This design comes from an exercise in tuning for small area, a short achievable clock period and few clock cycles on the open sky130 flow, not from production work. RTL that was checked went through simulation tests only; none was proved equivalent to the original. Function not checked in run 4: the RTL went through the layout flow alone. Power and IR drop assume default switching activity.

$ cat flow/flow/gp_pre.tcl
# Keep delay cells out of the port buffers inserted in this step.
set_dont_use [get_lib_cells {sky130_fd_sc_hd__clkdlybuf4s* sky130_fd_sc_hd__dlygate* sky130_fd_sc_hd__dlymetal*}]
$ cat flow/config.mk
export PLATFORM = sky130hd
export DESIGN_NAME = cache_ctrl
export DESIGN_NICKNAME = cache_ctrl
export VERILOG_FILES = /design/flow/design.v
export SDC_FILE = /design/flow/constraint.sdc
export NUM_CORES = 4
export LEC_CHECK = 0
export CAP_MARGIN = 20
export CORE_MARGIN = 2
export CORE_UTILIZATION = 60
export CTS_CLUSTER_DIAMETER = 100
export CTS_CLUSTER_SIZE = 24
export SETUP_SLACK_MARGIN = 1.9
export SLEW_MARGIN = 20
$ cat flow/constraint.sdc
create_clock -name core_clock -period 4.0 [get_ports {clk}]
set_input_delay 0.8000 -clock core_clock [delete_from_list [all_inputs] [get_ports {clk}]]
set_output_delay 0.8000 -clock core_clock [all_outputs]
set_load 0.01 [all_outputs]
$ cat flow/design.v
module cache_ctrl #(
   parameter int ADDR_W      = 10,
   parameter int NUM_BLOCKS  = 4,
   parameter int BLOCK_WORDS = 4,
   parameter int CNT_W       = 16
) (
   input  logic                      clk,
   input  logic                      rst_n,
   input  logic                      cpu_req_valid,
   output logic                      cpu_req_ready,
   input  logic                      cpu_we,
   input  logic [ADDR_W-1:0]         cpu_addr,
   input  logic [31:0]               cpu_wdata,
   output logic                      cpu_resp_valid,
   output logic [31:0]               cpu_rdata,
   output logic                      mem_req,
   output logic                      mem_we,
   output logic [ADDR_W-1:0]         mem_addr,
   output logic [32*BLOCK_WORDS-1:0] mem_wdata,
   input  logic [32*BLOCK_WORDS-1:0] mem_rdata,
   input  logic                      mem_done,
   output logic [CNT_W-1:0]          hit_cnt,
   output logic [CNT_W-1:0]          miss_cnt
);
   localparam int TAG_W  = ADDR_W - 6;
   localparam int LINE_W = 32 * BLOCK_WORDS;
   logic [NUM_BLOCKS-1:0] valid_arr;
   logic [NUM_BLOCKS-1:0] dirty_arr;
   logic [TAG_W-1:0]      tag_arr  [NUM_BLOCKS];
   logic [LINE_W-1:0]     data_arr [NUM_BLOCKS];
   logic             r_v;
   logic             r_hit;
   logic [TAG_W-1:0] r_tag;
   logic [1:0]       r_idx;
   logic [1:0]       r_word;
   logic             r_we;
   logic [31:0]      r_wdata;
   logic             rd_q;
   logic             rdy;
   logic [TAG_W-1:0] mem_tag;
   logic [LINE_W-1:0] line_buf;
   logic [NUM_BLOCKS-1:0]  fill_q;                 
   logic [BLOCK_WORDS-1:0] wsel_q;                 
   logic [BLOCK_WORDS-1:0] commit_q;               
   logic [NUM_BLOCKS-1:0]  ridx_q;                 
   logic [TAG_W-1:0] in_tag;
   logic [1:0]       in_idx;
   logic [1:0]       in_word;
   logic             in_hit;
   logic             in_victim_dirty;
   logic             rd_done;
   logic             wb_done;
   logic             accept;
   logic             acc_miss;
   logic             unused_addr_bits;
   assign unused_addr_bits = ^cpu_addr[1:0];
   assign in_tag  = cpu_addr[ADDR_W-1:6];
   assign in_idx  = cpu_addr[5:4];
   assign in_word = cpu_addr[3:2];
   assign in_hit          = valid_arr[in_idx] && (tag_arr[in_idx] == in_tag);
   assign in_victim_dirty = valid_arr[in_idx] && dirty_arr[in_idx];
   assign rd_done = rd_q && mem_done;
   assign wb_done = mem_we && mem_done;
   assign cpu_req_ready = rdy || rd_done;
   assign accept        = cpu_req_valid && cpu_req_ready;
   assign acc_miss      = accept && !in_hit;
   assign mem_addr  = {mem_tag, r_idx, 4'h0};
   assign mem_wdata = line_buf;
   logic       n_rd;
   logic [1:0] n_idx;
   logic [1:0] n_word;
   logic       n_we;
   logic       n_commit;
   logic       n_fill;
   always_comb begin
      n_rd = rd_q;
      if (wb_done) n_rd = 1'b1;
      if (rd_done) n_rd = 1'b0;
      if (acc_miss) n_rd = !in_victim_dirty;
      n_idx    = accept ? in_idx  : r_idx;
      n_word   = accept ? in_word : r_word;
      n_we     = accept ? cpu_we  : r_we;
      n_commit = accept && in_hit && cpu_we;
      n_fill   = rd_q && !rd_done;
   end
   always_ff @(posedge clk or negedge rst_n) begin
      if (!rst_n) begin
         rdy            <= 1'b1;
         r_v            <= 1'b0;
         mem_req        <= 1'b0;
         mem_we         <= 1'b0;
         rd_q           <= 1'b0;
         cpu_resp_valid <= 1'b0;
         valid_arr      <= '0;
         dirty_arr      <= '0;
         hit_cnt        <= '0;
         miss_cnt       <= '0;
      end else begin
         r_v            <= accept;
         cpu_resp_valid <= (r_v && r_hit) || rd_done;
         rd_q           <= n_rd;
         if (wb_done) mem_we <= 1'b0;
         if (rd_done) begin
            mem_req <= 1'b0;
            rdy     <= 1'b1;
         end
         if (r_v && !r_hit) dirty_arr[r_idx] <= r_we;
         if (accept) begin
            valid_arr[in_idx] <= 1'b1;
            if (cpu_we) dirty_arr[in_idx] <= 1'b1;
            if (!in_hit) begin
               mem_req <= 1'b1;
               mem_we  <= in_victim_dirty;
               rdy     <= 1'b0;
            end
         end
         if (r_v) begin
            if (r_hit) begin
               if (hit_cnt != {CNT_W{1'b1}}) hit_cnt <= hit_cnt + CNT_W'(1);
            end else begin
               if (miss_cnt != {CNT_W{1'b1}}) miss_cnt <= miss_cnt + CNT_W'(1);
            end
         end
      end
   end
   always_ff @(posedge clk) begin
      for (int w = 0; w < BLOCK_WORDS; w++) begin
         wsel_q[w]   <= n_fill && !(r_we && r_word == 2'(w));
         commit_q[w] <= n_commit && in_word == 2'(w);
      end
      for (int l = 0; l < NUM_BLOCKS; l++) begin
         ridx_q[l] <= (n_idx == 2'(l));
         fill_q[l] <= n_fill && r_idx == 2'(l);
      end
   end
   logic [BLOCK_WORDS-1:0] wen [NUM_BLOCKS];
   always_comb begin
      for (int l = 0; l < NUM_BLOCKS; l++) begin
         for (int w = 0; w < BLOCK_WORDS; w++) begin
            wen[l][w] = fill_q[l] || (ridx_q[l] && commit_q[w]);
         end
      end
   end
   always_ff @(posedge clk) begin
      if (accept) begin
         r_hit           <= in_hit;
         r_tag           <= in_tag;
         r_idx           <= in_idx;
         r_word          <= in_word;
         r_we            <= cpu_we;
         r_wdata         <= cpu_wdata;
         tag_arr[in_idx] <= in_tag;
         mem_tag         <= in_victim_dirty ? tag_arr[in_idx] : in_tag;
      end else if (wb_done) begin
         mem_tag <= r_tag;
      end
   end
   logic [31:0] wsrc [BLOCK_WORDS];
   always_comb begin
      for (int w = 0; w < BLOCK_WORDS; w++) begin
         wsrc[w] = wsel_q[w] ? mem_rdata[32*w +: 32] : r_wdata;
      end
   end
   always_ff @(posedge clk) begin
      for (int l = 0; l < NUM_BLOCKS; l++) begin
         for (int w = 0; w < BLOCK_WORDS; w++) begin
            if (wen[l][w]) data_arr[l][32*w +: 32] <= wsrc[w];
         end
      end
   end
   logic [NUM_BLOCKS-1:0]  lb_sel;
   logic [LINE_W-1:0]      lb_line;
   logic [BLOCK_WORDS-1:0] lb_byp;
   always_comb begin
      lb_line = '0;
      for (int l = 0; l < NUM_BLOCKS; l++) begin
         lb_sel[l] = mem_we ? ridx_q[l] : (in_idx == 2'(l));
         lb_line   = lb_line | ({LINE_W{lb_sel[l]}} & data_arr[l]);
      end
      for (int w = 0; w < BLOCK_WORDS; w++) begin
         lb_byp[w] = wen[in_idx][w];
      end
   end
   always_ff @(posedge clk) begin
      for (int w = 0; w < BLOCK_WORDS; w++) begin
         line_buf[32*w +: 32] <= lb_byp[w] ? wsrc[w] : lb_line[32*w +: 32];
      end
   end
   logic [BLOCK_WORDS-1:0] rsel_lb_q;
   logic [BLOCK_WORDS-1:0] rsel_mem_q;
   logic [31:0]            rd_word;
   always_ff @(posedge clk) begin
      for (int w = 0; w < BLOCK_WORDS; w++) begin
         rsel_lb_q[w]  <= !n_fill && n_word == 2'(w);
         rsel_mem_q[w] <= n_fill && n_word == 2'(w);
      end
   end
   always_comb begin
      rd_word = '0;
      for (int w = 0; w < BLOCK_WORDS; w++) begin
         rd_word = rd_word | ({32{rsel_lb_q[w]}}  & line_buf[32*w +: 32])
                           | ({32{rsel_mem_q[w]}} & mem_rdata[32*w +: 32]);
      end
   end
   always_ff @(posedge clk) begin
      cpu_rdata <= rd_word;
   end
endmodule
$ cat flow/flow/run.sh
#!/bin/bash
# Standard ORFS layout with two changes to how it is made:
#  * the resizer may swap cells across footprints (MATCH_CELL_FOOTPRINT=0);
#  * while the ports are buffered (global placement), delay cells are
#    don't-use, so the port buffers are plain buffers.
set -euo pipefail
here=$(pwd)
bash standard.sh synth > synth.log 2>&1
bash standard.sh PRE_GLOBAL_PLACE_TCL="$here/flow/gp_pre.tcl" MATCH_CELL_FOOTPRINT=0 finish > layout.log 2>&1
$ cat flow/standard.sh
#!/bin/bash
# synth_recipe.tcl (not shown) runs the flow's synth.tcl, then flattens the netlist and writes it again
# the make line also repeats each setting of config.mk as NAME=value (left out here)
make -C /OpenROAD-flow-scripts/flow DESIGN_CONFIG=/design/flow/config.mk WORK_HOME=/design/flow/orfs CLKGATE_MAP_FILE= SYNTH_SCRIPT=/design/flow/synth_recipe.tcl "${@:-finish}"
==> metrics.yaml, run 1 <==
ys_seq_area_share_pct: 71.5
htreeDepth: 2
final_antenna_net_count: 0
grt_use_total_pct: 36.6
max_freq_mhz: 462
final_layout_size_suffix_gt1_share_pct: 20.6
status: "timing/DRC/antenna clean"
nets: 2526
synth_edf_count: 570
slowest_delay_ps: 530
synth_area_um2: 30800
cts_made_buffers: 39
synth_ff_type: "edfxtp_1"
synth_top_family_by_area: "compound AO/OA/AOI/OAI gates"
critPathKind: "reg -> out"
area_growth_pct: 12.7
grt_pass1_wl_um: 138000
grt_pass1_vias: 19600
portBuffers: 374
critPathRequiredTime_ps: 3200
fin_cells: 3059
worstMarginPinSlew_ps: 1300
syn_avg_cell_area_um2: 15.7
whs_ps: 346
layout_commonest_cell: "edfxtp_1"
slowest_stage: "dfstp_2"
synthXorXnorAreaFrac_pct: 0.983
cap_violations: 0
clk_pin_slew_ps: 100
arrival_ps: 1370
async_flop_share_pct: 5.72
cts_sinks: 804
multi_input_area_um2: 8390
cts-root-buf: "clkbuf_16"
die_area_um2: 53200
finalCritPeriodShare_pct: 54.1
gp_congestion: 0.940
ir_worst_vdd_mv: 0.480
slew_violations: 0
crit_path_end_kind: "primary output"
max_slew_margin_pct: 13.7
synth_compound_area_share_pct: 10.6
cts_buffer_depth: 3
worst_setup_path_start_kind: "register"
cellLeakagePower_nw: 11.9
initial_core_util_pct: 60.4
drtIter0Drc: 2462
antenna_found_initial: 10
p_per_area_nw_per_um2: 413
drt-pass1-iter-count: 5
seq_area_um2: 22100
synthMuxAreaShare_pct: 10.4
yosys.area_share.simple_pct: 4.32
finalHoldViolCount: 0
min_period_ps: 2170
hold_buffers: 0
overflow: 0
fin_worst_skew_ps: 25.4
hold_path_class: "in -> reg"
worstPathCellList: "nand2b_4, buf_6"
die_height_um: 231
fin_area_um2: 34700
synth-adder-area-share_pct: 0.284
drc_errors: 0
post-dp-hpwl_um: 63500
fill_cells: 3745
ys_ff_latch: 804
via_per_inst: 6.69
fin_tns_setup_ps: 0
critPathTopFamily: "flip-flops"
dpl_cell_area_um2: 33000
core_um2: 51000
rows: 83
rsz0062_at_grt: "yes"
synth_cell_types: 58
clkLatencyLatePin_ps: 600
numPlacedInstances: 2957
vias: 20500
grt_max_degree: 110
postSynthCellCount: 1965
setup_viol: 0
drt-total-wl_um: 99700
power.total_w: 0.0143
cts_tree: "done"
dieWidth_um: 231
cp_max_fo: 3
final_cell_mix: "edfxtp_1, a22oi_1, buf_1"
post_drt_wl_per_cell_um: 32.6
yosys_warnings: 4
top_level_ports: 381
critPathBufInv: 1
## cell families after synthesis
| family | count (synthesis) |
|---|---|
| buf+inv | 130 |
| mux | 274 |
| compound gates | 432 |
| xor+xnor | 32 |
| simple gates | 285 |
| flops | 804 |
| fa+ha+maj | 7 |
| other cells | 1 |
## metrics by stage
step                util [%]  setup WS (ps)
floorplan                  -           1690
global placement        64.8            744
detailed placement      64.8            753
CTS                     67.6           1820
global route            68.0           1800
finish                  68.0           1830
## area by class of cell
cell class                 instances  share of cell area (%)
sequential                       804                    63.7
multi-input combinational       1035                    24.2
timing repair buffer             454                    6.16
clock buffer                      69                    3.26
tap                              680                    2.45
inverter                          10                   0.115
clock inverter                     1                  0.0469
antenna                            6                  0.0433
## flip-flops by register name, indices dropped and copies added, names as in the netlist, 2 cells and up
name,cells
tag_arr,16
dirty_arr,4
r_word,2
wsel_q,4
cpu_rdata,32
ridx_q,4
fill_q,4
mem_tag,4
r_wdata,32
miss_cnt,16
data_arr,512
r_tag,4
r_idx,2
rsel_lb_q,4
commit_q,4
rsel_mem_q,4
line_buf,128
valid_arr,4
hit_cnt,16
## timing repair
item	in CTS	in global routing
setup endpoints to repair	258	213
gates resized for setup	67	36
pin swaps	2	3
gates cloned	2	2
buffers inserted	16	5
## synthesized netlist by cell type, types with 3 or more instances
library cell | n | share of area [%]
buf_1 | 16 | 0.20
buf_2 | 50 | 0.81
nand3_1 | 13 | 0.21
or2_2 | 4 | 0.081
a22oi_1 | 384 | 9.4
a21o_1 | 16 | 0.39
a31oi_1 | 4 | 0.081
buf_4 | 5 | 0.12
ha_1 | 7 | 0.28
mux2_2 | 244 | 8.9
xor2_1 | 6 | 0.17
nand2_1 | 166 | 2.0
nor3_1 | 13 | 0.21
clkbuf_1 | 47 | 0.57
xnor2_1 | 23 | 0.65
dfxtp_1 | 188 | 12
and2_1 | 5 | 0.10
xnor2_2 | 3 | 0.16
dfrtp_1 | 45 | 3.7
nor2_1 | 17 | 0.21
nand2b_1 | 4 | 0.081
inv_1 | 10 | 0.12
and3_1 | 7 | 0.14
a21oi_1 | 7 | 0.11
edfxtp_1 | 570 | 56
mux2i_1 | 5 | 0.16
mux2_1 | 14 | 0.51
o21ai_0 | 4 | 0.065
mux4_2 | 9 | 0.66
and4_1 | 4 | 0.11
nand4_1 | 41 | 0.83
## path summary, 6_finish.rpt
kind	cells after the start	from	slack, ps	endpoint
setup / recovery	2	rdy$_DFF_PN1_	1830	cpu_req_ready
min in group asynchronous	1	rst_n	360	valid_arr[2]$_DFFE_PN0P_
max in group asynchronous	1	rst_n	2920	mem_we$_DFF_PN0_
hold / removal	1	cpu_wdata[9]	350	r_wdata[9]$_DFFE_PP_
setup reg to reg	2	ridx_q[0]$_DFF_P_	1890	data_arr[0][9]$_DFFE_PP_
hold reg to reg	1	valid_arr[1]$_DFFE_PN0P_	470	valid_arr[1]$_DFFE_PN0P_
## per-layer routing
metal  up-vias  global-route usage (%)  share of wire [%]
met5         -                       0              0.029
met4         4                    15.4                4.3
met3       226                    6.68                 11
met2      1319                    56.7                 46
met1     10400                    51.5                 38
li1       8466                       -                  -
## report_power, final
part / switching, W / internal (W)
clock: 0.00257 / 0.00195
sequential: 0.000146 / 0.00892
combinational: 0.000434 / 0.000286
Testbench counts, summed over its fixed seeds: cycles 33,730.
==> inputs of run 2 (changes only) <==
--- a/flow/design.v
+++ b/flow/design.v
@@ -38,3 +38,2 @@
    logic             rd_q;
-   logic             rdy;
    logic [TAG_W-1:0] mem_tag;
@@ -63,3 +62,3 @@
    assign wb_done = mem_we && mem_done;
-   assign cpu_req_ready = rdy || rd_done;
+   assign cpu_req_ready = !mem_req || rd_done;
    assign accept        = cpu_req_valid && cpu_req_ready;
@@ -87,3 +86,2 @@
       if (!rst_n) begin
-         rdy            <= 1'b1;
          r_v            <= 1'b0;
@@ -104,3 +102,2 @@
             mem_req <= 1'b0;
-            rdy     <= 1'b1;
          end
@@ -113,3 +110,2 @@
                mem_we  <= in_victim_dirty;
-               rdy     <= 1'b0;
             end
==> run 2 against run 1 <==
Against the previous run: count of clock-buffer cells in the layout rose by 1; combinational power increased to 5.3 times the previous value; sequential share of layout area decreased by 0.28 points; via count shrank 1.3%; global-route usage decreased by 1.6 points; critical path type is now reg -> reg.
==> metrics.yaml, run 2 <==
yosysTopAreaCellShare_pct: 55.8  # was 55.6%
reg.largest.list: "data_arr: 512 flops, line_buf: 128 flops"  # unchanged
overflow: 0  # unchanged
worstPathCellList: "a21o_2, mux4_4, mux2_2"  # was nand2b_4, buf_6
grt_max_degree: 129  # was 110
worst_setup_path_start_kind: "register"  # unchanged
yosys.area.top_type: "edfxtp_1"  # unchanged
cts-root-buf: "clkbuf_16"  # unchanged
p_per_area_nw_per_um2: 559  # was 413 nW/um2
grt_pass1_vias: 19400  # was 19600
core_um2: 50300  # was 51000 um2
slowest_delay_ps: 870  # was 530 ps
final_cell_mix: "edfxtp_1, a22oi_1, buf_1"  # unchanged
drtIter0Drc: 2350  # was 2462
layout_commonest_cell: "edfxtp_1"  # unchanged
nets: 2545  # was 2526
ys_ff_latch: 803  # was 804
drc_errors: 0  # unchanged
crit_cells: 3  # was 2
synth_ff_type: "edfxtp_1"  # unchanged
antenna_found_initial: 5  # was 10
critPathBufInv: 0  # was 1
slowest_stage: "mux4_4"  # was dfstp_2
min_period_ps: 2110  # was 2170 ps
drt-total-wl_um: 94100  # was 99700 um
power_frac_clock_pct: 23.1  # was 31.6%
max_slew_margin_pct: 15.7  # was 13.7%
rows: 82  # was 83
cts_buffer_depth: 3  # unchanged
final_layout_size_suffix_gt1_share_pct: 20.3  # was 20.6%
grt_pass1_wl_um: 133000  # was 138000 um
grt_use_total_pct: 35.0  # was 36.6%
synth_edf_count: 570  # unchanged
ir_worst_vdd_mv: 0.503  # was 0.480 mV
htreeDepth: 2  # unchanged
critPathRequiredTime_ps: 4490  # was 3200 ps
cap_violations: 0  # unchanged
via_per_inst: 6.58  # was 6.69
fin_area_um2: 34800  # was 34700 um2
syn_avg_cell_area_um2: 15.6  # was 15.7 um2
p_switching_w: 0.00593  # was 0.00315 W
cts_made_buffers: 39  # unchanged
p_sw_share_pct: 30.6  # was 22.0%
reg2regPathDepth: 3  # was 2
finalCritPeriodShare_pct: 52.7  # was 54.1%
status: "timing/DRC/antenna clean"  # unchanged
post_drt_wl_per_cell_um: 30.7  # was 32.6 um
post-dp-hpwl_um: 59200  # was 63500 um
critPathTopFamily: "multiplexers"  # was flip-flops
largest_reg_flops: 512  # unchanged
rsz0062_at_grt: "yes"  # unchanged
cts_tree: "done"  # unchanged
synth.most_common_cell: "edfxtp_1"  # unchanged
drt-pass1-iter-count: 6  # was 5
clk_pin_slew_ps: 100  # about the same
clkLatencyLatePin_ps: 600  # about the same
fin_worst_skew_ps: 20.2  # was 25.4 ps
vias: 20200  # was 20500
power.combinational.fraction_pct: 19.6  # was 5.0%
gp_congestion: 0.949  # was 0.940
postSynthCellCount: 1971  # was 1965
top_register: "data_arr"  # unchanged
max_freq_mhz: 474  # was 462 MHz
ys_seq_area_share_pct: 71.7  # was 71.5%
finalHoldViolCount: 0  # unchanged
synth_area_um2: 30700  # was 30800 um2
synth_cell_types: 44  # was 58
yosys_warnings: 4  # unchanged
arrival_ps: 2600  # was 1370 ps
cts_sinks: 803  # was 804
setup_viol: 0  # unchanged
slew_violations: 0  # unchanged
cellLeakagePower_nw: 11.9  # about the same
yosys-top-cells-area: "edfxtp_1, dfxtp_1, mux2_2"  # was edfxtp_1, dfxtp_1, a22oi_1
netlist_top_cells_count: "edfxtp_1, a22oi_1, mux2_2, dfxtp_1, nand2_1"  # unchanged
internal_power_w: 0.0135  # was 0.0112 W
seqPwrFrac_pct: 57.4  # was 63.4%
cp_max_fo: 16  # was 3
critPathKind: "reg -> reg"  # was reg -> out
initial_core_util_pct: 61.0  # was 60.4%
hold_path_class: "in -> async"  # was in -> reg
top_level_ports: 381  # unchanged
die_height_um: 230  # was 231 um
async_flop_share_pct: 5.60  # was 5.72%
portBuffers: 374  # unchanged
final_antenna_net_count: 0  # unchanged
dieWidth_um: 230  # was 231 um
fin_tns_setup_ps: 0  # unchanged
crit_path_end_kind: "register"  # was primary output
worstMarginPinSlew_ps: 1260  # was 1300 ps
area_growth_pct: 13.3  # was 12.7%
dpl_cell_area_um2: 33000  # about the same
die_area_um2: 52900  # was 53200 um2
run 2: cell count changes after synthesis, sizes merged, moves of 3 or more:
cell,previous run,this run
mux2i,5,10
o21ai,7,11
nor2,17,13
nor4,1,4
a21oi,7,3
nand4,41,38
nand2,167,172
clkbuf,47,63
a21boi,4,0
inv,10,14
buf,73,57
nand3,14,18
run 2: per-layer routing:
layer  track usage (%)  wire length, um  vias to the layer above
met4              11.6             2980                        2
met3              7.30            11000                      179
met2              54.6            44000                     1258
li1                  -                -                     8512
met5                 0               13                        -
met1              49.5            36100                    10300
run 2: final cells by class:
cell class / count / area [um2]
antenna: 4 / 10.0
clock buffer: 70 / 1130
clock inverter: 1 / 16.3
fill: 3532 / 15500
inverter: 15 / 60.1
multi-input combinational: 1040 / 8410
sequential: 803 / 22100
tap: 672 / 841
timing repair buffer: 464 / 2230
run 2: power groups by stage:
stage | clock network, W | logic (W) | registers [W]
6_report | 0.00448 | 0.00380 | 0.0111
5_1_grt | 0.00479 | 0.00407 | 0.0112
4_1_cts | 0.00452 | 0.00371 | 0.0111
3_5_place_dp | 0 | 0.00359 | 0.0113
3_3_place_gp | 0 | 0.00352 | 0.0112
2_1_floorplan | 0 | 0.00216 | 0.0108
run 2: path summary, 6_finish.rpt:
kind | slack [ps] | to | start
setup reg to reg | 1890 | line_buf[75]$_DFF_P_ | ridx_q[3]$_DFF_P_
hold / removal | 330 | mem_we$_DFF_PN0_ | rst_n
max in group asynchronous | 2960 | hit_cnt[6]$_DFFE_PN0P_ | rst_n
setup / recovery | 1890 | line_buf[75]$_DFF_P_ | ridx_q[3]$_DFF_P_
hold reg to reg | 470 | valid_arr[2]$_DFFE_PN0P_ | valid_arr[2]$_DFFE_PN0P_
min in group core_clock | 360 | r_wdata[31]$_DFFE_PP_ | cpu_wdata[31]
run 2: cells by family after synthesis:
| logic type | after synthesis | synth area share (%) |
|---|---|---|
| flip-flops | 803 | 71.7 |
| AO/OA/AOI/OAI | 427 | 10.3 |
| AND/OR/NAND/NOR | 288 | 4.31 |
| multiplexers | 280 | 10.6 |
| buffers and inverters | 135 | 1.86 |
| XOR/XNOR | 30 | 0.857 |
| adder cells (fa/ha/maj) | 7 | 0.286 |
| other | 1 | 0.0122 |
run 2: per-stage QoR:
step / instances / hold slack (ps) / setup slack (ps) / power, W / utilization (%)
2_1_floorplan: 1974 / 434 / 1670 / 0.0130 / -
3_3_place_gp: 2951 / 446 / 895 / 0.0148 / 65.6
3_5_place_dp: 2951 / 451 / 879 / 0.0148 / 65.6
4_1_cts: 3049 / 339 / 1890 / 0.0193 / 68.7
5_1_grt: 3066 / 340 / 1880 / 0.0200 / 69.1
6_report: 3069 / 330 / 1890 / 0.0194 / 69.1
run 2: what timing repair did:
action                     in CTS  in global routing
setup endpoints to repair     285                 99
pin swaps                       6                  5
hold buffers                    0                  0
setup buffers                  25                 12
cloned                          2                  2
resized for setup              54                 19
Testbench counts of run 2, summed over its fixed seeds: cycles 33,730.
==> inputs of run 3 (changes only) <==
--- a/flow/config.mk
+++ b/flow/config.mk
@@ -12,3 +12,3 @@
 export CTS_CLUSTER_SIZE = 24
-export SETUP_SLACK_MARGIN = 1.9
+export SETUP_SLACK_MARGIN = 2.0
 export SLEW_MARGIN = 20
==> run 3 against run 2 <==
Against the previous run: final cell count increased by 1.7%; synthesized cell count unchanged; sequential power about the same; flip-flop and latch count unchanged; synthesized area unchanged; global-route usage increased by 2.5 points; via count increased by 2.4%; critical endpoint is now cpu_req_ready.
==> metrics.yaml, run 3 <==
top_register: "data_arr"  # unchanged
critPathRequiredTime_ps: 3200  # was 4490 ps
finalCritPeriodShare_pct: 52.4  # was 52.7%
cts_buffer_depth: 3  # unchanged
crit_start: "rd_q$_DFFE_PN0P_"  # was ridx_q[3]$_DFF_P_
core_um2: 50300  # unchanged
crit_top_cell: "nand2_8"
yosys-top-cells-area: "edfxtp_1, dfxtp_1, mux2_2"  # unchanged
final_antenna_net_count: 0  # unchanged
slowest_delay_ps: 460  # was 870 ps
drt-pass1-iter-count: 6  # unchanged
overflow: 0  # unchanged
cellLeakagePower_nw: 12.4  # was 11.9 nW
yosys.area.top_type: "edfxtp_1"  # unchanged
rsz0062_at_grt: "yes"  # unchanged
vias: 20700  # was 20200
worstMarginPinSlew_ps: 1210  # was 1260 ps
yosys.area_share.simple_pct: 4.31  # unchanged
layout_commonest_cell: "edfxtp_1"  # unchanged
ir_worst_vdd_mv: 0.468  # was 0.503 mV
final_layout_size_suffix_gt1_share_pct: 29.2  # was 20.3%
top_level_ports: 381  # unchanged
cts-root-buf: "clkbuf_16"  # unchanged
rows: 82  # unchanged
drt-total-wl_um: 100000  # was 94100 um
gp_congestion: 0.912  # was 0.949
post_drt_wl_per_cell_um: 32.1  # was 30.7 um
post-dp-hpwl_um: 64900  # was 59200 um
async_flop_share_pct: 5.60  # unchanged
synth_top_family_by_area: "multiplexers"  # unchanged
status: "timing/DRC/antenna clean"  # unchanged
worst_setup_path_start_kind: "register"  # unchanged
grt_max_degree: 48  # was 129
reg.largest.list: "data_arr: 512 flops, line_buf: 128 flops"  # unchanged
ys_ff_latch: 803  # unchanged
grt_pass1_vias: 19700  # was 19400
synth_area_um2: 30700  # unchanged
synth.most_common_cell: "edfxtp_1"  # unchanged
clk_pin_slew_ps: 90  # was 100 ps
synth-adder-area-share_pct: 0.286  # unchanged
crit_path_end_kind: "primary output"  # was register
nets: 2596  # was 2545
initial_core_util_pct: 61.0  # unchanged
cts_made_buffers: 39  # unchanged
postSynthCellCount: 1971  # unchanged
final_cell_mix: "edfxtp_1, a22oi_1, buf_1"  # unchanged
synth_compound_area_share_pct: 10.3  # unchanged
worstPathCellList: "nand2_8, nand2_8, buf_6"  # was a21o_2, mux4_4, mux2_2
grt_pass1_wl_um: 140000  # was 133000 um
r2r_start: "ridx_q[3]$_DFF_P_"  # unchanged
p_per_area_nw_per_um2: 554  # was 559 nW/um2
cts_sinks: 803  # unchanged
critPathKind: "reg -> out"  # was reg -> reg
portBuffers: 374  # unchanged
die_height_um: 230  # unchanged
via_per_inst: 6.63  # was 6.58
syn_avg_cell_area_um2: 15.6  # unchanged
largest_reg_flops: 512  # unchanged
synthMuxAreaShare_pct: 10.6  # unchanged
dieWidth_um: 230  # unchanged
synthXorXnorAreaFrac_pct: 0.857  # unchanged
netlist_top_cells_count: "edfxtp_1, a22oi_1, mux2_2, dfxtp_1, nand2_1"  # unchanged
antenna_found_initial: 12  # was 5
reg2regPathDepth: 4  # was 3
fin_worst_skew_ps: 22.0  # was 20.2 ps
cp_max_fo: 2  # was 16
arrival_ps: 1300  # was 2600 ps
finalHoldViolCount: 0  # unchanged
cts_tree: "done"  # unchanged
max_slew_margin_pct: 19.4  # was 15.7%
drtIter0Drc: 2919  # was 2350
drc_errors: 0  # unchanged
die_area_um2: 52900  # unchanged
synth_edf_count: 570  # unchanged
synth_cell_types: 44  # unchanged
slew_violations: 0  # unchanged
yosys_warnings: 4  # unchanged
cap_violations: 0  # unchanged
fin_tns_setup_ps: 0  # unchanged
clkLatencyLatePin_ps: 610  # was 600 ps
hold_path_class: "in -> async"  # unchanged
ys_seq_area_share_pct: 71.7  # unchanged
power.total_w: 0.0198  # was 0.0194 W
setup_viol: 0  # unchanged
min_period_ps: 2090  # was 2110 ps
grt_use_total_pct: 37.4  # was 35.0%
max_freq_mhz: 477  # was 474 MHz
area_growth_pct: 16.6  # was 13.3%
synth_ff_type: "edfxtp_1"  # unchanged
htreeDepth: 2  # unchanged
yosysTopAreaCellShare_pct: 55.8  # unchanged
slowest_stage: "dfrtp_2"  # was mux4_4
[run 3: final cells by class]
class                      count  area (um2)
inverter                      15        60.1
sequential                   803       22200
antenna                        5        12.5
clock buffer                  70        1130
multi-input combinational   1040        8660
clock inverter                 1        16.3
timing repair buffer         515        2820
fill                        3455       14500
tap                          672         841
[run 3: worst max-delay path, delay by kind of cell (launching register included)]
| family | cells | cell delay (ps) |
|---|---|---|
| buffers and inverters | 1 | 110 |
| DFF | 1 | 460 |
| and+or+nand+nor | 2 | 130 |
[run 3: final timing paths]
kind                            slack (ps)                  endpoint
worst max register to register        2010      line_buf[35]$_DFF_P_
worst min register to register         470  valid_arr[2]$_DFFE_PN0P_
worst max-delay path                  1910             cpu_req_ready
worst min-delay path                   330  valid_arr[0]$_DFFE_PN0P_
max in group asynchronous             2830   hit_cnt[12]$_DFFE_PN0P_
min in group core_clock                350     r_wdata[28]$_DFFE_PP_
[run 3: kinds of logic (layout without fill, tap and decap cells)]
logic type | after synthesis | count (layout)
XOR/XNOR | 30 | 30
adder cells (fa/ha/maj) | 7 | 7
other | 1 | 9
AND/OR/NAND/NOR | 288 | 288
AO/OA/AOI/OAI | 427 | 429
buffers and inverters | 135 | 601
multiplexers | 280 | 282
flip-flops | 803 | 803
[run 3: routing by layer]
metal  share of wire, %  vias up  track usage (%)  routed length [um]
met3                 12      211             7.86               12000
li1                   -     8626                -                   -
met2                 46     1449             57.2               45700
met4                4.5        6             15.1                4470
met1                 38    10400             53.0               38100
met5              0.034        -                0                  34
[run 3: report_power, final]
part	leakage, nW	internal, W	switching, W
Clock	0.546	0.00195	0.00256
Combinational	4.57	0.00164	0.00244
Sequential	7.31	0.0101	0.00112
Total	12.4	0.0137	0.00613
[run 3: timing repair]
action,4_1_cts,5_1_grt
hold buffers,0,0
buffers inserted,58,26
cloned,6,0
endpoints found under the setup margin,406,310
gates resized for setup,232,56
pin swaps,8,4
hold endpoints to repair,0,0
[run 3: stage by stage]
step	hold slack, ps	std cells	worst slack, ps	util [%]	cell area [um2]
global placement	447	2955	644	66.1	33200
finish	331	3121	1910	71.1	35800
CTS	333	3090	1880	70.5	35400
floorplan	434	1974	1670	-	31400
global route	340	3119	1870	71.1	35800
detailed placement	451	2955	640	66.1	33200
==> inputs of run 4 (changes only) <==
--- a/flow/design.v
+++ b/flow/design.v
@@ -40,3 +40,4 @@
    logic [LINE_W-1:0] line_buf;
-   logic [NUM_BLOCKS-1:0]  fill_q;                 
+   logic [BLOCK_WORDS-1:0] wen_q  [NUM_BLOCKS];   
+   logic                   fill_q;                 
    logic [BLOCK_WORDS-1:0] wsel_q;                 
@@ -126,12 +127,7 @@
       end
+      fill_q <= n_fill;
       for (int l = 0; l < NUM_BLOCKS; l++) begin
          ridx_q[l] <= (n_idx == 2'(l));
-         fill_q[l] <= n_fill && r_idx == 2'(l);
-      end
-   end
-   logic [BLOCK_WORDS-1:0] wen [NUM_BLOCKS];
-   always_comb begin
-      for (int l = 0; l < NUM_BLOCKS; l++) begin
          for (int w = 0; w < BLOCK_WORDS; w++) begin
-            wen[l][w] = fill_q[l] || (ridx_q[l] && commit_q[w]);
+            wen_q[l][w] <= (n_idx == 2'(l)) && (n_fill || (n_commit && in_word == 2'(w)));
          end
@@ -162,3 +158,3 @@
          for (int w = 0; w < BLOCK_WORDS; w++) begin
-            if (wen[l][w]) data_arr[l][32*w +: 32] <= wsrc[w];
+            if (wen_q[l][w]) data_arr[l][32*w +: 32] <= wsrc[w];
          end
@@ -176,3 +172,3 @@
       for (int w = 0; w < BLOCK_WORDS; w++) begin
-         lb_byp[w] = wen[in_idx][w];
+         lb_byp[w] = ridx_q[in_idx] && (fill_q || commit_q[w]);
       end
--- a/flow/config.mk
+++ b/flow/config.mk
@@ -12,3 +12,3 @@
 export CTS_CLUSTER_SIZE = 24
-export SETUP_SLACK_MARGIN = 2.0
+export SETUP_SLACK_MARGIN = 1.9
 export SLEW_MARGIN = 20
==> run 4 against run 3 <==
Against the previous run: combinational power down 11%; maximum frequency decreased by 3.5%; synthesized cell count is 1.7% higher; final cell count down 1.2%; critical path type unchanged; synthesized area shrank 1.2%; die area down 1.1%; count of clock-buffer cells in the layout increased by 1; critical endpoint unchanged; power decreased by 2.8%; sequential power is essentially flat.
==> metrics.yaml, run 4 <==
final_cell_mix: "edfxtp_1, a22oi_1, buf_1"  # unchanged
vias: 20500  # was 20700
rsz0062_at_grt: "yes"  # unchanged
reg2reg_to: "cpu_rdata[10]$_DFF_P_"  # was line_buf[35]$_DFF_P_
synth_cell_types: 48  # was 44
fin_area_um2: 34100  # was 35800 um2
r2r_slack_ps: 1850  # was 2010 ps
grt_pass1_wl_um: 137000  # was 140000 um
yosysTopAreaCellShare_pct: 56.5  # was 55.8%
reg.largest.list: "data_arr: 512 flops, line_buf: 128 flops"  # unchanged
cap_violations: 0  # unchanged
synth_edf_count: 570  # unchanged
worstSetupEndpoint: "cpu_req_ready"  # unchanged
crit_path_end_kind: "primary output"  # unchanged
top_level_ports: 381  # unchanged
rows: 82  # unchanged
synth_ff_type: "edfxtp_1"  # unchanged
drc_errors: 0  # unchanged
setup_viol: 0  # unchanged
max_freq_mhz: 461  # was 477 MHz
whs_ps: 17.5  # was 331 ps
slowest_stage: "dfrtp_1"  # was dfrtp_2
post-dp-hpwl_um: 65200  # was 64900 um
grt_max_degree: 78  # was 48
die_area_um2: 52300  # was 52900 um2
yosys_warnings: 4  # unchanged
postSynthCellCount: 2004  # was 1971
antenna_found_initial: 4  # was 12
drt-pass1-iter-count: 5  # was 6
reg2regPathDepth: 3  # was 4
p_per_area_nw_per_um2: 565  # was 554 nW/um2
yosys-top-cells-area: "edfxtp_1, dfxtp_1, a22oi_1"  # was edfxtp_1, dfxtp_1, mux2_2
max_slew_margin_pct: 16.3  # was 19.4%
grt_use_total_pct: 36.5  # was 37.4%
worstMarginPinSlew_ps: 1260  # was 1210 ps
finalHoldViolCount: 0  # unchanged
fin_tns_setup_ps: 0  # unchanged
portBuffers: 374  # unchanged
cts_sinks: 816  # was 803
gp_congestion: 1.04  # was 0.912
dpl_cell_area_um2: 32600  # was 33200 um2
hold_path_class: "in -> async"  # unchanged
status: "timing/DRC/antenna clean"  # unchanged
htreeDepth: 2  # unchanged
grt_pass1_vias: 19400  # was 19700
via_per_inst: 6.64  # was 6.63
cp_max_fo: 2  # unchanged
top_register: "data_arr"  # unchanged
final_layout_size_suffix_gt1_share_pct: 13.2  # was 29.2%
area_growth_pct: 12.5  # was 16.6%
syn_avg_cell_area_um2: 15.1  # was 15.6 um2
nets: 2560  # was 2596
crit_cells: 2  # was 3
synth.most_common_cell: "edfxtp_1"  # unchanged
initial_core_util_pct: 60.6  # was 61.0%
critPathTopFamily: "flip-flops"  # unchanged
dieWidth_um: 229  # was 230 um
die_height_um: 229  # was 230 um
layout_commonest_cell: "edfxtp_1"  # unchanged
async_flop_share_pct: 5.51  # was 5.60%
netlist_top_cells_count: "edfxtp_1, a22oi_1, dfxtp_1, nor2_1, a31oi_1"  # was edfxtp_1, a22oi_1, mux2_2, dfxtp_1, nand2_1
min_period_ps: 2170  # was 2090 ps
drt-total-wl_um: 97600  # was 100000 um
critPathBufInv: 1  # unchanged
critPathRequiredTime_ps: 3200  # about the same
clkLatencyLatePin_ps: 610  # about the same
drtIter0Drc: 2562  # was 2919
slew_violations: 0  # unchanged
cts_tree: "done"  # unchanged
final_antenna_net_count: 0  # unchanged
yosys.area.top_type: "edfxtp_1"  # unchanged
ys_ff_latch: 816  # was 803
core_um2: 50100  # was 50300 um2
cts_made_buffers: 39  # unchanged
cellLeakagePower_nw: 11.2  # was 12.4 nW
fill_cells: 3675  # was 3455
finalCritPeriodShare_pct: 54.3  # was 52.4%
ys_seq_area_share_pct: 73.4  # was 71.7%
cts-root-buf: "clkbuf_16"  # unchanged
largest_reg_flops: 512  # unchanged
clk_pin_slew_ps: 100  # was 90 ps
worst_setup_path_start_kind: "register"  # unchanged
ir_worst_vdd_mv: 0.353  # was 0.468 mV
critPathKind: "reg -> out"  # unchanged
slowest_delay_ps: 430  # was 460 ps
worstPathCellList: "a21bo_4, buf_6"  # was nand2_8, nand2_8, buf_6
synth_area_um2: 30300  # was 30700 um2
crit_start: "rd_q$_DFFE_PN0P_"  # unchanged
post_drt_wl_per_cell_um: 31.7  # was 32.1 um
fin_worst_skew_ps: 19.3  # was 22.0 ps
arrival_ps: 1370  # was 1300 ps
overflow: 0  # unchanged
cts_buffer_depth: 3  # unchanged
r2r_start: "rsel_lb_q[1]$_DFF_P_"  # was ridx_q[3]$_DFF_P_
-- run 4: cell count changes after synthesis, sizes merged, moves of 16 or more --
cell | previous run | this run
a21o | 16 | 0
a31oi | 6 | 141
clkbuf | 63 | 84
mux2 | 260 | 133
nand2 | 172 | 32
nor2 | 13 | 163
-- run 4: report_power, final --
| part | internal [W] | leakage [nW] | switching, W | total, W |
|---|---|---|---|---|
| combinational | 0.00125 | 3.28 | 0.00239 | 0.00363 |
| clock | 0.00195 | 0.541 | 0.00258 | 0.00453 |
| sequential | 0.0101 | 7.40 | 0.00100 | 0.0111 |
| total | 0.0133 | 11.2 | 0.00597 | 0.0193 |
-- run 4: what timing repair did --
action | in CTS | in global routing
hold buffers | 0 | 0
hold endpoints to repair | 0 | 0
setup buffers | 13 | 4
resized for setup | 40 | 22
gates cloned | 2 | 2
pin swaps | 2 | 2
endpoints found under the setup margin | 222 | 161
-- run 4: stage by stage --
step	worst slack (ps)	instances	utilization, %	power, W
global placement	826	2986	65.0	0.0146
floorplan	1570	2007	-	0.0127
global route	1790	3081	68.1	0.0198
finish	1830	3082	68.1	0.0193
CTS	1820	3074	67.8	0.0191
detailed placement	742	2988	65.1	0.0146
-- run 4: kinds of logic (layout without fill, tap and decap cells) --
group	Yosys count	after routing	synth area share, %
AND/OR/NAND/NOR	296	296	4.46
flip-flops	816	816	73.4
AO/OA/AOI/OAI	558	562	13.2
adder cells (fa/ha/maj)	7	7	0.289
other	1	6	0.0124
buffers and inverters	150	547	2.08
multiplexers	145	145	5.64
XOR/XNOR	31	31	0.896
-- run 4: worst min-delay path by stage --
| stage | from | end | slack (ps) | cells past startpoint |
|---|---|---|---|---|
| after floorplan | valid_arr[2]$_DFFE_PN0N_ | valid_arr[2]$_DFFE_PN0N_ | 430 | 1 |
| after global placement | valid_arr[2]$_DFFE_PN0N_ | valid_arr[2]$_DFFE_PN0N_ | 450 | 1 |
| after detailed placement | valid_arr[1]$_DFFE_PN0N_ | valid_arr[1]$_DFFE_PN0N_ | 450 | 1 |
| after CTS | rst_n | valid_arr[3]$_DFFE_PN0N_ | 2 | 1 |
| after global routing | rst_n | valid_arr[3]$_DFFE_PN0N_ | 20 | 1 |
| final | rst_n | dirty_arr[3]$_DFF_PN0_ | 20 | 1 |
-- run 4: metal layers --
layer | part of all wire (%) | global-route usage (%) | vias up
met5 | 0.035 | 0 | -
met4 | 5.8 | 17.7 | 6
met3 | 10 | 6.75 | 225
met2 | 46 | 56.9 | 1347
met1 | 38 | 50.1 | 10200
li1 | - | - | 8671
-- run 4: layout make-up --
cell class	count	area, um2	area share [%]
inverters	16	63.8	0.187
clock buffers	71	1140	3.34
repair buffers	460	2090	6.12
well taps	672	841	2.46
multi-input cells	1045	7670	22.5
diodes	2	5.00	0.0147
flip-flops and latches	816	22300	65.4

static timing again, ports no longer ideal:
How much do the figures lean on ideal ports? The routed layouts below were timed once more, with nothing changed but the port constraints. Step 1 (the two cells are an assumption about what drives the block):
set clk [get_ports {clk}]
set_driving_cell -lib_cell sky130_fd_sc_hd__clkbuf_16 $clk
set_driving_cell -lib_cell sky130_fd_sc_hd__buf_2 [delete_from_list [all_inputs] $clk]
Step 2 adds t to the input delays and takes it off the output delays; t is the mean of the earliest and latest rising clock arrival at the registers after step 1. Input paths then give back, and output paths get back, about the clock's delay inside the block. Slacks: ideal ports / drivers / drivers and shift; pairs: ideal ports / drivers.
run | t, ns | setup slack, ns | hold WS [ns] | pins driven straight from the clock port
run 1 | 0.657 | 1.834 / 1.773 / 1.354 | 0.346 / 0.315 / 0.471 | 1
run 2 | 0.653 | 1.892 / 1.855 / 1.338 | 0.330 / 0.294 / 0.469 | 1
run 3 | 0.657 | 1.905 / 1.844 / 1.419 | 0.331 / 0.294 / 0.467 | 1
run 4 | 0.659 | 1.829 / 1.768 / 1.301 | 0.018 / -0.019 / 0.471 | 1
After both steps every run listed still meets setup and hold. For run 2, which loses most, drivers alone change the setup slack by -0.037 ns; drivers and shift together by -0.554 ns.
